What follows belongs to an exercise in optimizing a design on an open flow for small area, a short achievable clock period and few clock cycles; a production flow would make more cautious choices. Only simulation tests tie the RTL to the original design; equivalence was not proved.

$ cat flow/run.sh
#!/bin/bash
# synth_recipe.tcl (not shown) runs the flow's synth.tcl, then flattens the netlist and writes it again
# the make line also repeats each setting of config.mk as NAME=value (left out here)
make -C /OpenROAD-flow-scripts/flow DESIGN_CONFIG=/design/flow/config.mk WORK_HOME=/design/flow/orfs CLKGATE_MAP_FILE= SYNTH_SCRIPT=/design/flow/synth_recipe.tcl finish
$ cat flow/config.mk
export PLATFORM = sky130hd
export DESIGN_NAME = crs_decoder
export DESIGN_NICKNAME = crs_decoder
export VERILOG_FILES = /design/flow/design.v
export SDC_FILE = /design/flow/constraint.sdc
export NUM_CORES = 4
export LEC_CHECK = 0
export CAP_MARGIN = 20
export CORE_AREA = 10 10 990 990
export DIE_AREA = 0 0 1000 1000
export SLEW_MARGIN = 20
$ cat flow/constraint.sdc
create_clock -name core_clock -period 5.0 [get_ports {clk}]
set_input_delay 1.0000 -clock core_clock [delete_from_list [all_inputs] [get_ports {clk}]]
set_output_delay 1.0000 -clock core_clock [all_outputs]
set_load 0.01 [all_outputs]
$ cat flow/design.v
`timescale 1ns/10ps
package rs_pkg;
    localparam int DATA_SYMS = 64;
    localparam int N68       = 68;    
    localparam int N72       = 72;    
    localparam int NSYN      = 4;
    typedef logic [7:0]             symbol_t;
    typedef logic [DATA_SYMS*8-1:0] data_word_t;
    typedef logic [N68*8-1:0]       code68_t;
    typedef logic [N72*8-1:0]       code72_t;
    typedef logic [6:0]             sym_idx_t;
    typedef logic [3:0]             err_count_t;
    typedef enum logic [1:0] {
        ERR_NONE,
        ERR_SINGLE,
        ERR_MULTI
    } err_class_t;
    localparam symbol_t GF_POLY_LOW = 8'h1D;
    localparam symbol_t ALPHA       = 8'h02;
    function automatic symbol_t gf_mul(symbol_t a, symbol_t b);
        symbol_t prod;
        symbol_t x;
        prod = '0;
        x    = a;
        for (int i = 0; i < 8; i++) begin
            if (b[i]) begin
                prod = prod ^ x;
            end
            if (x[7]) begin
                x = symbol_t'(x << 1) ^ GF_POLY_LOW;
            end else begin
                x = symbol_t'(x << 1);
            end
        end
        gf_mul = prod;
    endfunction
endpackage
`timescale 1ns/10ps
module symbol_counter (
    input  logic      clk,
    input  logic      rst_n,
    input  logic      clear,
    input  logic      step,
    output rs_pkg::sym_idx_t idx,
    output logic      last
);
    rs_pkg::sym_idx_t count;
    always_ff @(posedge clk or negedge rst_n) begin
        if (!rst_n) begin
            count <= '0;
        end else if (clear) begin    
            count <= '0;
        end else if (step) begin
            count <= count + 1'b1;
        end
    end
    assign idx  = count;
    assign last = (count == rs_pkg::sym_idx_t'(rs_pkg::N68 - 1));
endmodule
`timescale 1ns/10ps
module syndrome_unit (
    input  logic           clk,
    input  logic           rst_n,
    input  rs_pkg::code68_t received,
    input  logic           clear,
    input  logic           step,
    input  rs_pkg::sym_idx_t idx,
    input  logic           last,
    output rs_pkg::symbol_t s0,
    output rs_pkg::symbol_t s1,
    output rs_pkg::symbol_t s2,
    output rs_pkg::symbol_t s3
);
    rs_pkg::symbol_t acc    [rs_pkg::NSYN];
    rs_pkg::symbol_t scaled [rs_pkg::NSYN];
    rs_pkg::symbol_t sym;
    logic    active;    
    always_comb begin
        if (idx < rs_pkg::N68) begin
            sym = received[8*idx +: 8];
        end else begin
            sym = '0;
        end
    end
    always_comb begin
        for (int j = 0; j < rs_pkg::NSYN; j++) begin
            scaled[j] = acc[j];
            for (int k = 0; k < j; k++) begin
                scaled[j] = rs_pkg::gf_mul(scaled[j], rs_pkg::ALPHA);
            end
        end
    end
    always_ff @(posedge clk or negedge rst_n) begin
        if (!rst_n) begin
            active <= 1'b0;
        end else if (clear) begin
            active <= 1'b1;
        end else if (active && step && last) begin
            active <= 1'b0;    
        end
    end
    always_ff @(posedge clk) begin
        if (clear) begin
            for (int j = 0; j < rs_pkg::NSYN; j++) begin
                acc[j] <= '0;
            end
        end else if (active && step) begin
            for (int j = 0; j < rs_pkg::NSYN; j++) begin
                acc[j] <= scaled[j] ^ sym;
            end
        end
    end
    assign s0 = acc[0];
    assign s1 = acc[1];
    assign s2 = acc[2];
    assign s3 = acc[3];
endmodule
`timescale 1ns/10ps
module error_locator (
    input  logic              clk,
    input  logic              rst_n,
    input  logic              search,
    input  logic              load,
    input  rs_pkg::sym_idx_t  idx,
    input  logic              last,
    input  rs_pkg::symbol_t   s0,
    input  rs_pkg::symbol_t   s1,
    input  rs_pkg::symbol_t   s2,
    input  rs_pkg::symbol_t   s3,
    output rs_pkg::err_class_t err_class,
    output rs_pkg::sym_idx_t  err_pos,
    output rs_pkg::symbol_t   err_value,
    output logic              locate_done
);
    rs_pkg::symbol_t srch;          
    logic    all_zero;
    logic    match;
    logic    consistent;
    logic    first;
    assign all_zero = ((s0 | s1 | s2 | s3) == '0);
    assign match    = (srch == s1);
    assign first    = (idx == '0);
    assign consistent = (s0 != '0) &&
                        (rs_pkg::gf_mul(s0, s2) == rs_pkg::gf_mul(s1, s1)) &&
                        (rs_pkg::gf_mul(s1, s3) == rs_pkg::gf_mul(s2, s2));
    always_ff @(posedge clk) begin
        if (load) begin
            srch      <= s0;
            err_value <= s0;    
        end else if (search) begin
            srch <= rs_pkg::gf_mul(srch, rs_pkg::ALPHA);
        end
    end
    always_ff @(posedge clk or negedge rst_n) begin
        if (!rst_n) begin
            err_class   <= rs_pkg::ERR_NONE;
            err_pos     <= '0;
            locate_done <= 1'b0;
        end else if (load) begin
            err_class   <= rs_pkg::ERR_NONE;
            err_pos     <= '0;
            locate_done <= 1'b0;
        end else if (search) begin
            if (first && all_zero) begin
                err_class   <= rs_pkg::ERR_NONE;
                locate_done <= 1'b1;
            end else if (match && consistent) begin
                err_class   <= rs_pkg::ERR_SINGLE;
                err_pos     <= rs_pkg::sym_idx_t'(rs_pkg::N68 - 1) - idx;    
                locate_done <= 1'b1;
            end else if (match || last) begin
                err_class   <= rs_pkg::ERR_MULTI;
                locate_done <= 1'b1;
            end
        end
    end
endmodule
`timescale 1ns/10ps
module symbol_corrector (
    input  logic               clk,
    input  logic               rst_n,
    input  rs_pkg::code68_t    word68,
    input  rs_pkg::code72_t    word72,
    input  logic               load,
    input  logic               apply,
    input  rs_pkg::sym_idx_t   err_pos,
    input  rs_pkg::symbol_t    err_value,
    output rs_pkg::data_word_t data,
    output logic               corrected
);
    rs_pkg::sym_idx_t   mapped;     
    logic       fixable;
    rs_pkg::data_word_t patched;
    always_comb begin
        if (err_pos < rs_pkg::DATA_SYMS) begin
            mapped = err_pos;
        end else begin
            mapped = err_pos + rs_pkg::sym_idx_t'(rs_pkg::N72 - rs_pkg::N68);    
        end
        fixable = (mapped < rs_pkg::DATA_SYMS);
        patched = word72[rs_pkg::DATA_SYMS*8-1:0];
        if (fixable) begin
            patched[8*mapped[5:0] +: 8] = patched[8*mapped[5:0] +: 8] ^ err_value;
        end
    end
    always_ff @(posedge clk) begin
        if (load) begin
            data <= word68[rs_pkg::DATA_SYMS*8-1:0];
        end else if (apply && fixable) begin
            data <= patched;
        end
    end
    always_ff @(posedge clk or negedge rst_n) begin
        if (!rst_n) begin
            corrected <= 1'b0;
        end else if (load) begin
            corrected <= 1'b0;
        end else if (apply && fixable) begin
            corrected <= 1'b1;
        end
    end
endmodule
`timescale 1ns/10ps
module decode_ctrl (
    input  logic               clk,
    input  logic               rst_n,
    input  logic               start,
    output logic               cnt_clear,
    output logic               cnt_step,
    input  logic               cnt_last,
    output logic               syn_clear,
    output logic               search,
    output logic               loc_load,
    output logic               cor_load,
    output logic               cor_apply,
    input  logic               locate_done,
    input  rs_pkg::err_class_t err_class,
    input  logic               corrected,
    input  rs_pkg::sym_idx_t   err_pos,
    output rs_pkg::err_count_t errors_detected,
    output rs_pkg::sym_idx_t   error_position,
    output logic               decode_success,
    output logic               valid_out
);
    typedef enum logic [2:0] {
        ST_IDLE,
        ST_SYNDROME,
        ST_LOCATE,
        ST_CORRECT,
        ST_DONE
    } state_t;
    state_t state;
    logic   loaded;    
    always_comb begin
        cnt_clear = 1'b0;
        cnt_step  = 1'b0;
        syn_clear = 1'b0;
        search    = 1'b0;
        loc_load  = 1'b0;
        cor_load  = 1'b0;
        cor_apply = 1'b0;
        case (state)
            ST_IDLE: begin
                if (start) begin
                    cnt_clear = 1'b1;
                    syn_clear = 1'b1;
                    cor_load  = 1'b1;
                end
            end
            ST_SYNDROME: cnt_step = 1'b1;
            ST_LOCATE: begin
                if (!loaded) begin
                    loc_load  = 1'b1;
                    cnt_clear = 1'b1;    
                end else if (!locate_done) begin
                    search   = 1'b1;
                    cnt_step = 1'b1;
                end
            end
            ST_CORRECT: cor_apply = (err_class == rs_pkg::ERR_SINGLE);
            default: ;
        endcase
    end
    always_ff @(posedge clk or negedge rst_n) begin
        if (!rst_n) begin
            state           <= ST_IDLE;
            loaded          <= 1'b0;
            errors_detected <= '0;
            error_position  <= '0;
            decode_success  <= 1'b0;
            valid_out       <= 1'b0;
        end else begin
            case (state)
                ST_IDLE: begin
                    if (start) begin
                        state           <= ST_SYNDROME;
                        errors_detected <= '0;
                        error_position  <= '0;
                        decode_success  <= 1'b0;
                    end
                end
                ST_SYNDROME: begin
                    if (cnt_last) begin    
                        state  <= ST_LOCATE;
                        loaded <= 1'b0;
                    end
                end
                ST_LOCATE: begin
                    if (!loaded) begin
                        loaded <= 1'b1;
                    end else if (locate_done) begin
                        state <= ST_CORRECT;
                    end
                end
                ST_CORRECT: begin
                    case (err_class)
                        rs_pkg::ERR_NONE:   errors_detected <= rs_pkg::err_count_t'(0);
                        rs_pkg::ERR_SINGLE: errors_detected <= rs_pkg::err_count_t'(1);
                        default:    errors_detected <= rs_pkg::err_count_t'(2);
                    endcase
                    error_position <= (err_class == rs_pkg::ERR_SINGLE) ? err_pos : '0;
                    state          <= ST_DONE;
                end
                ST_DONE: begin
                    if (!valid_out) begin
                        valid_out      <= 1'b1;
                        decode_success <= corrected || (err_class != rs_pkg::ERR_MULTI);
                    end else if (!start) begin
                        valid_out <= 1'b0;
                        state     <= ST_IDLE;
                    end
                end
                default: state <= ST_IDLE;
            endcase
        end
    end
endmodule
`timescale 1ns/10ps
module crs_decoder (
    input  logic               clk,
    input  logic               rst_n,
    input  logic               start,
    input  logic [575:0]       received_data_72,
    input  logic [543:0]       received_data_68,
    output logic [511:0]       decoded_data,
    output logic [3:0]         errors_detected,
    output logic               errors_corrected,
    output logic [6:0]         error_position,
    output logic               valid_out,
    output logic               decode_success
);
    logic       syn_clear;
    logic       search;
    logic       loc_load;
    logic       cor_load;
    logic       cor_apply;
    logic       locate_done;
    rs_pkg::err_class_t err_class;
    rs_pkg::sym_idx_t   err_pos;
    rs_pkg::symbol_t    err_value;
    logic       cnt_clear;
    logic       cnt_step;
    rs_pkg::sym_idx_t   cnt_idx;
    logic       cnt_last;
    rs_pkg::symbol_t    syn_s0;
    rs_pkg::symbol_t    syn_s1;
    rs_pkg::symbol_t    syn_s2;
    rs_pkg::symbol_t    syn_s3;
    decode_ctrl ctrl_i (
        .clk             (clk),
        .rst_n           (rst_n),
        .start           (start),
        .cnt_clear       (cnt_clear),
        .cnt_step        (cnt_step),
        .cnt_last        (cnt_last),
        .syn_clear       (syn_clear),
        .search          (search),
        .loc_load        (loc_load),
        .cor_load        (cor_load),
        .cor_apply       (cor_apply),
        .locate_done     (locate_done),
        .err_class       (err_class),
        .corrected       (errors_corrected),
        .err_pos         (err_pos),
        .errors_detected (errors_detected),
        .error_position  (error_position),
        .decode_success  (decode_success),
        .valid_out       (valid_out)
    );
    symbol_counter counter_i (
        .clk   (clk),
        .rst_n (rst_n),
        .clear (cnt_clear),
        .step  (cnt_step),
        .idx   (cnt_idx),
        .last  (cnt_last)
    );
    syndrome_unit syndrome_i (
        .clk      (clk),
        .rst_n    (rst_n),
        .received (received_data_68),
        .clear    (syn_clear),
        .step     (cnt_step),
        .idx      (cnt_idx),
        .last     (cnt_last),
        .s0       (syn_s0),
        .s1       (syn_s1),
        .s2       (syn_s2),
        .s3       (syn_s3)
    );
    error_locator locator_i (
        .clk         (clk),
        .rst_n       (rst_n),
        .search      (search),
        .load        (loc_load),
        .idx         (cnt_idx),
        .last        (cnt_last),
        .s0          (syn_s0),
        .s1          (syn_s1),
        .s2          (syn_s2),
        .s3          (syn_s3),
        .err_class   (err_class),
        .err_pos     (err_pos),
        .err_value   (err_value),
        .locate_done (locate_done)
    );
    symbol_corrector corrector_i (
        .clk       (clk),
        .rst_n     (rst_n),
        .word68    (received_data_68),
        .word72    (received_data_72),
        .load      (cor_load),
        .apply     (cor_apply),
        .err_pos   (err_pos),
        .err_value (err_value),
        .data      (decoded_data),
        .corrected (errors_corrected)
    );
endmodule
==> results.sh <==
export IMPL_status="complete, no violations"
export IMPL_fp_row_count=359
export IMPL_drv_cap=0
export IMPL_critPathKind="reg -> reg"
export IMPL_antenna_found_initial=629
export IMPL_cp_required_ps=5790
export IMPL_grt_pass1_vias=46300
export IMPL_die_y_um=1000
export IMPL_layout_cells_non_filler=19600
export IMPL_post_route_util=0.0867
export IMPL_cts_max_path_buffers=4
export IMPL_wl_per_cell_um=39.2
export IMPL_dp_cells=18900
export IMPL_start_util=0.0441
export IMPL_num_vias=50800
export IMPL_io_pins=1649
export IMPL_clk_pin_slew_worst_paths_ps=60
export IMPL_rsz0062_at_grt="no"
export IMPL_p_leak_nw=23.1
export IMPL_ys_ff_latch=594
export IMPL_fin_ws_ps=205
export IMPL_synth_top_area_frac=0.376
export IMPL_synth_cell_type_count=69
export IMPL_hold_violations=0
export IMPL_drc=0
export IMPL_synth_warnings=7
export IMPL_final_min_clock_period_ps=4800
export IMPL_finalCritPeriodShare=0.959
export IMPL_tightest_slew_ps=1240
export IMPL_yosysTopAreaCell="edfxtp_1"
export IMPL_root_buffer="clkbuf_16"
export IMPL_end_kind="flop"
export IMPL_nFillCells=111000
export IMPL_synth_ff_type="edfxtp_1"
export IMPL_cp_data_arrival_time_ps=5580
export IMPL_synth_area_per_cell_um2=9.43
export IMPL_drt_iter0_drc=6173
export IMPL_io_buffer_count=1582
export IMPL_power_mw=39.1
export IMPL_gp_congestion=0.957
export IMPL_clock_latency_ps=910
export IMPL_h_tree_depth=3
export IMPL_ys_async_sr_fraction=0.0572
export IMPL_place_ws_ps=-383
export IMPL_synth_cell_area_um2=42200
export IMPL_critical_path_max_fanout=34
export IMPL_first_pass_iters=6
export IMPL_detail_route_antenna_nets=0
export IMPL_power_density_nw_per_um2=472
export IMPL_numClockSinks=594
export IMPL_synth_area_leaders="edfxtp_1 38%, mux4_2 16%, nand2_1 11%, o21ai_0 11%, xnor2_1 3.8%"
export IMPL_cts_buffers=98
export IMPL_drive_above_1_share=0.172
export IMPL_slew_headroom=0.171
export IMPL_avgViaCountPerCell=2.59
export IMPL_fp_dieW_um=1000
export IMPL_final_max_slew_viol_count=0
export IMPL_seq_area_frac_synth=0.411
export IMPL_cts_hold_fix_buffers=0
export IMPL_fmax_ghz=0.209
export IMPL_postRouteWirelength_um=768000
export IMPL_hpwl_um=701000
export IMPL_track_usage=0.147
export IMPL_skew_ps=124
export IMPL_nets=7466
export IMPL_start_kind="flop"
export IMPL_irDropWorstVdd_v=0.000397
export IMPL_grt_ovfl_total=0
export IMPL_finalSetupViolations=0
export IMPL_synthCells=4470
export IMPL_syn_to_final_growth_pct=96.7
export IMPL_dieArea_um2=1000000
export IMPL_cts_tree="done"
export IMPL_synth_edf_count=528
export IMPL_grt_pass1_wl_um=870000
export IMPL_hold_path_class="in -> async"
export IMPL_grt_max_degree=156
export IMPL_core_area_um2=957000
export IMPL_setup_tns_ps=0
[layer usage]
metal  track usage  vias up  share of wire
met5             0        -         0.0021
met4        0.0692      240          0.059
met3        0.0828     1302           0.13
met2         0.247     3723           0.47
met1         0.146    25000           0.34
li1              -    20500              -
[stage by stage]
step | hold WS [ps] | instance area [µm²]
after floorplan | 403 | 42200
after global placement | 482 | 78400
after detailed placement | 488 | 78400
after CTS | 165 | 81500
after global routing | 254 | 82500
final | 258 | 83000
[critical path, cell delays in order (launching register included)]
cell and delay (ps):
dfrtp_4 530, buf_12 150, buf_12 290, mux4_2 820, mux4_2 600, mux2i_1 260, buf_4 160, a21oi_1 130
xnor2_4 240, buf_12 200, nand2_1 60, o21ai_0 160, o21ai_0 660, buf_4 230
[cell usage after synthesis, types with 15 or more instances]
cell type     n
nand2_1    1288
o21ai_0     892
edfxtp_1    528
mux4_2      297
clkbuf_1    296
xnor2_1     181
o21ai_1     161
nor2_1      136
xor2_1       71
a21oi_1      64
buf_2        57
a211oi_1     52
mux2i_1      43
buf_1        42
dfrtp_1      34
dfxtp_1      32
xnor3_1      22
nand3_1      19
nor2b_1      19
nand2b_1     18
and2_1       16
inv_1        15
[power by group]
group | switching [mW] | internal (mW) | total (mW)
Clock | 3.18 | 4.00 | 7.17
Combinational | 14.8 | 9.22 | 24.0
Sequential | 1.17 | 6.75 | 7.92
Total | 19.2 | 20.0 | 39.1
[path summary, 6_finish.rpt]
kind                                            endpoint  cells past startpoint                  from  slack, ps
worst max-delay path               corrector_i.data[411]                     13  locator_i.err_pos[0]        200
worst min-delay path            ctrl_i.error_position[4]                      1                 rst_n        260
worst max register to register     corrector_i.data[411]                     13  locator_i.err_pos[0]        200
worst min register to register         syndrome_i.active                      1     syndrome_i.active        500
max in group asynchronous             counter_i.count[0]                      1                 rst_n       4000
min in group core_clock                syndrome_i.active                      1     syndrome_i.active        500
[layout by cell type, fill, tap and decap left out, types with 99 or more instances in the layout]
cell | netlist | routed
clkdlybuf4s50_1 | 0 | 1575
nand2_1 | 1288 | 1287
o21ai_0 | 892 | 845
diode_2 | 0 | 559
edfxtp_1 | 528 | 528
buf_4 | 4 | 455
mux4_2 | 297 | 297
o21ai_1 | 161 | 207
xnor2_1 | 181 | 181
buf_12 | 0 | 129
nor2_1 | 136 | 113
clkbuf_16 | 0 | 99
[state kept, by name, summed over array words and instances (netlist names)]
signal,flops
corrector_i.corrected,1
corrector_i.data,512
counter_i.count,7
ctrl_i.decode_success,1
ctrl_i.error_position,7
ctrl_i.errors_detected,2
ctrl_i.loaded,1
ctrl_i.state,3
ctrl_i.valid_out,1
locator_i.err_class,2
locator_i.err_pos,7
locator_i.err_value,8
locator_i.locate_done,1
locator_i.srch,8
syndrome_i.acc,32
syndrome_i.active,1
[logic make-up (layout without fill, tap and decap cells)]
kind of cell | Yosys count | in the layout | synth area share
simple gates | 1563 | 1563 | 0.148
xor+xnor | 290 | 290 | 0.0711
buf+inv | 422 | 2356 | 0.0400
flops | 594 | 594 | 0.411
compound gates | 1241 | 1241 | 0.156
mux | 348 | 348 | 0.171
fa+ha+maj | 11 | 11 | 0.00326
other cells | 1 | 561 | 0.0000889
[timing repair]
action | in CTS | in global routing
setup endpoints to repair | 1 | 11
resized for setup | 1 | 2
setup buffers | 0 | 4
[area by class of cell]
| class | instances | area, µm² | share of cell area |
|---|---|---|---|
| antenna | 559 | 1400 | 0.0169 |
| clock buffer | 118 | 2580 | 0.0311 |
| clock inverter | 55 | 547 | 0.00659 |
| inverter | 21 | 78.8 | 0.000950 |
| multi-input combinational | 3455 | 23400 | 0.282 |
| sequential | 594 | 17400 | 0.209 |
| tap | 12600 | 15800 | 0.191 |
| timing repair buffer | 2162 | 21800 | 0.263 |
Testbench counts, summed over its fixed seeds: cycles 18,510.

## re-timing with driven ports
In the flow no input, the clock included, has a driving cell. The finished layout below was timed again as built, in two steps.
Step 1 sets driving cells, clkbuf_16 on the clock port and buf_2 on the other inputs (assumed; they add their load-dependent delay and slew).
Step 2 also shifts input and output timing later by t, the mid clock arrival at the registers, as if the neighbouring blocks saw the same clock.
Slacks: ideal / step 1 / step 2; pairs: ideal / step 1.
shift t [ns]: 0.975
slack for setup (ns): 0.205 / 0.205 / -0.520
hold WS [ns]: 0.258 / 0.410 / 0.501
slew at the worst register clock pin (ns): 0.07 / 0.07
worst slew at a driven data input, ns: 0.69
With both steps, setup timing fails in this run, where it was met with ideal ports. For this run, drivers alone change the setup slack by 0.000 ns; drivers and shift together by -0.725 ns.
